Context: an optimization exercise on an open-source flow, tuned for small area and a short achievable clock period. The choices shown serve that exercise and are no tape-out recipe. Where RTL was checked, it was by simulation tests only, not by an equivalence proof against the original. Power figures rest on the tool's default switching activity, not on a simulated workload.

## multichannel_strike_peak_detector
module multichannel_strike_peak_detector (
  input  logic                              clk,
  input  logic                              rst_n,
  input  logic                              cfg_we,
  input  logic                              cfg_index,
  input  logic [mspd_pkg::CFG_W-1:0]        cfg_wdata,
  input  logic                              in_valid,
  output logic                              in_ready,
  input  logic                              in_op,
  input  logic [mspd_pkg::SAMPLE_W-1:0]     in_sample_ch0,
  input  logic [mspd_pkg::SAMPLE_W-1:0]     in_sample_ch1,
  input  logic [mspd_pkg::SAMPLE_W-1:0]     in_sample_ch2,
  input  logic [mspd_pkg::SAMPLE_W-1:0]     in_sample_ch3,
  input  logic [mspd_pkg::TIME_W-1:0]       in_now_ms,
  output logic                              out_valid,
  input  logic                              out_ready,
  output logic                              out_event_valid,
  output logic [mspd_pkg::CH_W-1:0]         out_event_channel,
  output logic [mspd_pkg::PEAK_W-1:0]       out_event_peak
);
For scale: roughly 1700 cells after synthesis, roughly 220 flip-flops.
export LEC_CHECK = 0
export ABC_AREA = 1
export CAP_MARGIN = 20
export CORE_MARGIN = 2
export CORE_UTILIZATION = 40
export CTS_CLUSTER_DIAMETER = 100
export CTS_CLUSTER_SIZE = 24
export SLEW_MARGIN = 20
create_clock -name core_clock -period 6.5 [get_ports {clk}]
standard.sh (not shown) runs the stock make flow with config.mk's settings and CLKGATE_MAP_FILE= SYNTH_SCRIPT=/design/flow/synth_recipe.tcl, a recipe that flattens the netlist after the stock synthesis.
==> flow/flow/run.sh <==
#!/bin/bash
# standard layout, with the port buffers made of buf_2 cells instead of the
# resizer's default pick (a delay buffer)
set -euo pipefail
export BUFFER_PORTS_ARGS="-buffer_cell sky130_fd_sc_hd__buf_2"
bash standard.sh > standard.log 2>&1
The first run passed the timing, DRC and antenna checks.
Then changed:
Settings changed: SETUP_SLACK_MARGIN from default to 3.5.
=> Worst setup slack improved by 360 ps; clock power stays flat; via count hardly moves; first-iteration DRC count goes up by 0.73%; register-to-register slack improved by 60 ps; cell area goes up by about 5%; worst hold slack improved by 34 ps; power goes up by 2.6%; non-clock buffer count goes up by 17; clock-buffer cell count goes down by 1; fmax goes up by about 12%.
Then changed:
Settings changed: SETUP_SLACK_MARGIN 3.5 to 3.7.
Effect: The changed run completed with no timing, DRC or antenna violations. Hold slack is about the same. Worst setup slack gets worse by 140 ps. Total power goes down by a few percent.
Then changed:
Settings changed: SETUP_SLACK_MARGIN 3.7 to 3.3.
Effect: Clock power climbs by 15%; setup slack is better by 69 ps; wire length went down by 0.46%; critical path depth goes down by 1; power grows by 1.5%; combinational power drops by about 6%; hold slack loses 20 ps; fmax rose by 2.2%; synthesized area stays the same; core utilization goes down by 1.1 points; cell count shrinks by 0.56%.
No run of this note included a check of the RTL's function; only the layout flow was run.


Setup of ember:
multichannel_strike_peak_detector, a different RTL version from the one above (not shown whole).
For scale: roughly 220 flip-flops, about 110 I/O pins, ~14,000 µm² of cells after synthesis.
==> flow/design.v (excerpt) <==
module multichannel_strike_peak_detector (
  input  logic                              clk,
  input  logic                              rst_n,
  input  logic                              cfg_we,
  input  logic                              cfg_index,
  input  logic [mspd_pkg::CFG_W-1:0]        cfg_wdata,
  input  logic                              in_valid,
  output logic                              in_ready,
  input  logic                              in_op,
  input  logic [mspd_pkg::SAMPLE_W-1:0]     in_sample_ch0,
  input  logic [mspd_pkg::SAMPLE_W-1:0]     in_sample_ch1,
  input  logic [mspd_pkg::SAMPLE_W-1:0]     in_sample_ch2,
  input  logic [mspd_pkg::SAMPLE_W-1:0]     in_sample_ch3,
  input  logic [mspd_pkg::TIME_W-1:0]       in_now_ms,
  output logic                              out_valid,
  input  logic                              out_ready,
  output logic                              out_event_valid,
  output logic [mspd_pkg::CH_W-1:0]         out_event_channel,
  output logic [mspd_pkg::PEAK_W-1:0]       out_event_peak
);
  logic [mspd_pkg::THR_W-1:0]  thr_r;
  logic [mspd_pkg::WIN_W-1:0]  win_r;
  logic [10:0]                 thr2m1;
  logic                        thr_zero;
  logic                        in_acc;
  ...
==> flow/config.mk <==
export PLATFORM = sky130hd
export DESIGN_NAME = multichannel_strike_peak_detector
export DESIGN_NICKNAME = multichannel_strike_peak_detector
export VERILOG_FILES = /design/flow/design.v
export SDC_FILE = /design/flow/constraint.sdc
export NUM_CORES = 4
export LEC_CHECK = 0
export ABC_AREA = 1
export CAP_MARGIN = 20
export CORE_MARGIN = 2
export CORE_UTILIZATION = 45
export CTS_BUF_LIST = sky130_fd_sc_hd__clkbuf_8
export CTS_CLUSTER_DIAMETER = 60
export CTS_CLUSTER_SIZE = 16
export PLACE_DENSITY = 0.65
export SETUP_SLACK_MARGIN = 3.5
export SLEW_MARGIN = 20
==> flow/constraint.sdc <==
create_clock -name core_clock -period 6.5 [get_ports {clk}]
set_input_delay 1.3000 -clock core_clock [delete_from_list [all_inputs] [get_ports {clk}]]
set_output_delay 1.3000 -clock core_clock [all_outputs]
set_load 0.01 [all_outputs]
Scripts as last shown in full above: flow/flow/run.sh
ember went all the way through synthesis, placement and routing and the layout is clean on timing, DRC and antenna.
Setup changes, ember to nickel
- CORE_UTILIZATION now 55, was 45
- PLACE_DENSITY now 0.75, was 0.65
- CTS_BUF_LIST no longer set, was sky130_fd_sc_hd__clkbuf_8
- CTS_CLUSTER_DIAMETER now 100, was 60
- CTS_CLUSTER_SIZE now 24, was 16
[summary]
- Multi-input combinational cell area sits higher in nickel than in ember.
- Diff ember..nickel | share of async-settable or async-resettable flops after synthesis | negligible
- In the reports for nickel and ember, the smaller total power belongs to nickel.
- A first element of the critical path of in_now_ms[0] is what ember shows, while in_now_ms[8] belongs to nickel.
- Sort nickel and ember by via total after detailed routing asc -> top: nickel
- nickel vs ember: total wire length down by a few percent
- Total global-route track usage, nickel and ember: higher on nickel
- Final cycle utilization of the critical path was higher in nickel than in ember.
- Compared to ember, nickel has number of nets in the layout 17 lower.
- Summary of the comparison: share of total power in the clock network is lower in nickel, relative to ember.
- nickel ran to completion and came out clean on the timing, DRC and antenna checks.
- nickel ends up with lower worst hold slack than ember does.
[inputs] maple vs nickel
- CORE_UTILIZATION now 50, was 55
- PLACE_DENSITY now 0.7, was 0.75
- SETUP_SLACK_MARGIN now 3.6, was 3.5
- CTS_BUF_LIST now sky130_fd_sc_hd__clkbuf_8, previously not set
- CTS_CLUSTER_SIZE now 16, was 24
- CTS_CLUSTER_DIAMETER now 60, was 100
Comparing nickel and maple, non-clock buffer count is higher on maple.
maple: number of instances in the placed design higher than nickel
Diff nickel -> maple: clock-pin slew on the worst setup and hold paths has remained practically unchanged; post-layout minimum cycle time has decreased.
Setup slack of the worst register-to-register path delta (maple − nickel): favourable
When maple is set beside nickel, its total chip power turns out to be about 2.6% larger.
What zinc does differently from maple at the input level:
- changing PLACE_DENSITY from 0.7 to 0.75
- changing CORE_UTILIZATION from 50 to 55
- changing SETUP_SLACK_MARGIN from 3.6 to 3.5
Notes after the runs:
zinc ended up with a lower area growth from synthesis to final layout than maple did. Diff maple -> zinc: sum of internal, switching and leakage power rose by about 3.3%, final setup slack of the worst path fell by 0.043 ns. In the tables for zinc and maple, shortest period the worst path allows reads lower with maple. The final net count on maple is in line with that on zinc. Summary of zinc over maple: combinational cell fraction of total power decreased by 1.2 points relative to the old numbers; non-clock buffer count decreased by 5 relative to the old numbers; core utilization of the finished layout increased by 4.8 points relative to the old numbers; worst clock skew closely matched the old numbers.

## re-timing with driven ports
No port has a modelled driver above. Below, the same layouts with a new extraction and two added sets of constraints.
Step 1 sets driving cells, clkbuf_16 on the clock port and buf_2 on the other inputs (assumed; they add their load-dependent delay and slew).
Step 2 also shifts input and output timing later by t, the mid clock arrival at the registers, as if the neighbouring blocks saw the same clock.
Slacks: no drivers / after step 1 / after step 2; pairs: no drivers / after step 1.
| run | t (ns) | setup slack, ns | slew at the worst register clock pin (ns) | pins driven straight from the clock port |
|---|---|---|---|---|
| the first run of note 1 | 0.544 | 3.133 / 3.163 / 2.619 | 0.10 / 0.10 | 1 |
| the second run of note 1 | 0.544 | 3.491 / 3.485 / 2.941 | 0.10 / 0.10 | 1 |
| the third run of note 1 | 0.532 | 3.350 / 3.357 / 2.824 | 0.10 / 0.10 | 1 |
| the fourth run of note 1 | 0.544 | 3.418 / 3.437 / 2.893 | 0.11 / 0.11 | 1 |
| ember | 0.620 | 3.491 / 3.486 / 2.866 | 0.10 / 0.10 | 1 |
| nickel | 0.531 | 3.462 / 3.443 / 2.912 | 0.11 / 0.11 | 1 |
| maple | 0.615 | 3.537 / 3.560 / 2.945 | 0.11 / 0.11 | 1 |
| zinc | 0.613 | 3.494 / 3.505 / 2.893 | 0.10 / 0.10 | 1 |
After both steps setup and hold are still met in every run listed. For ember, which loses most, drivers alone change the setup slack by -0.005 ns; drivers and shift together by -0.625 ns.
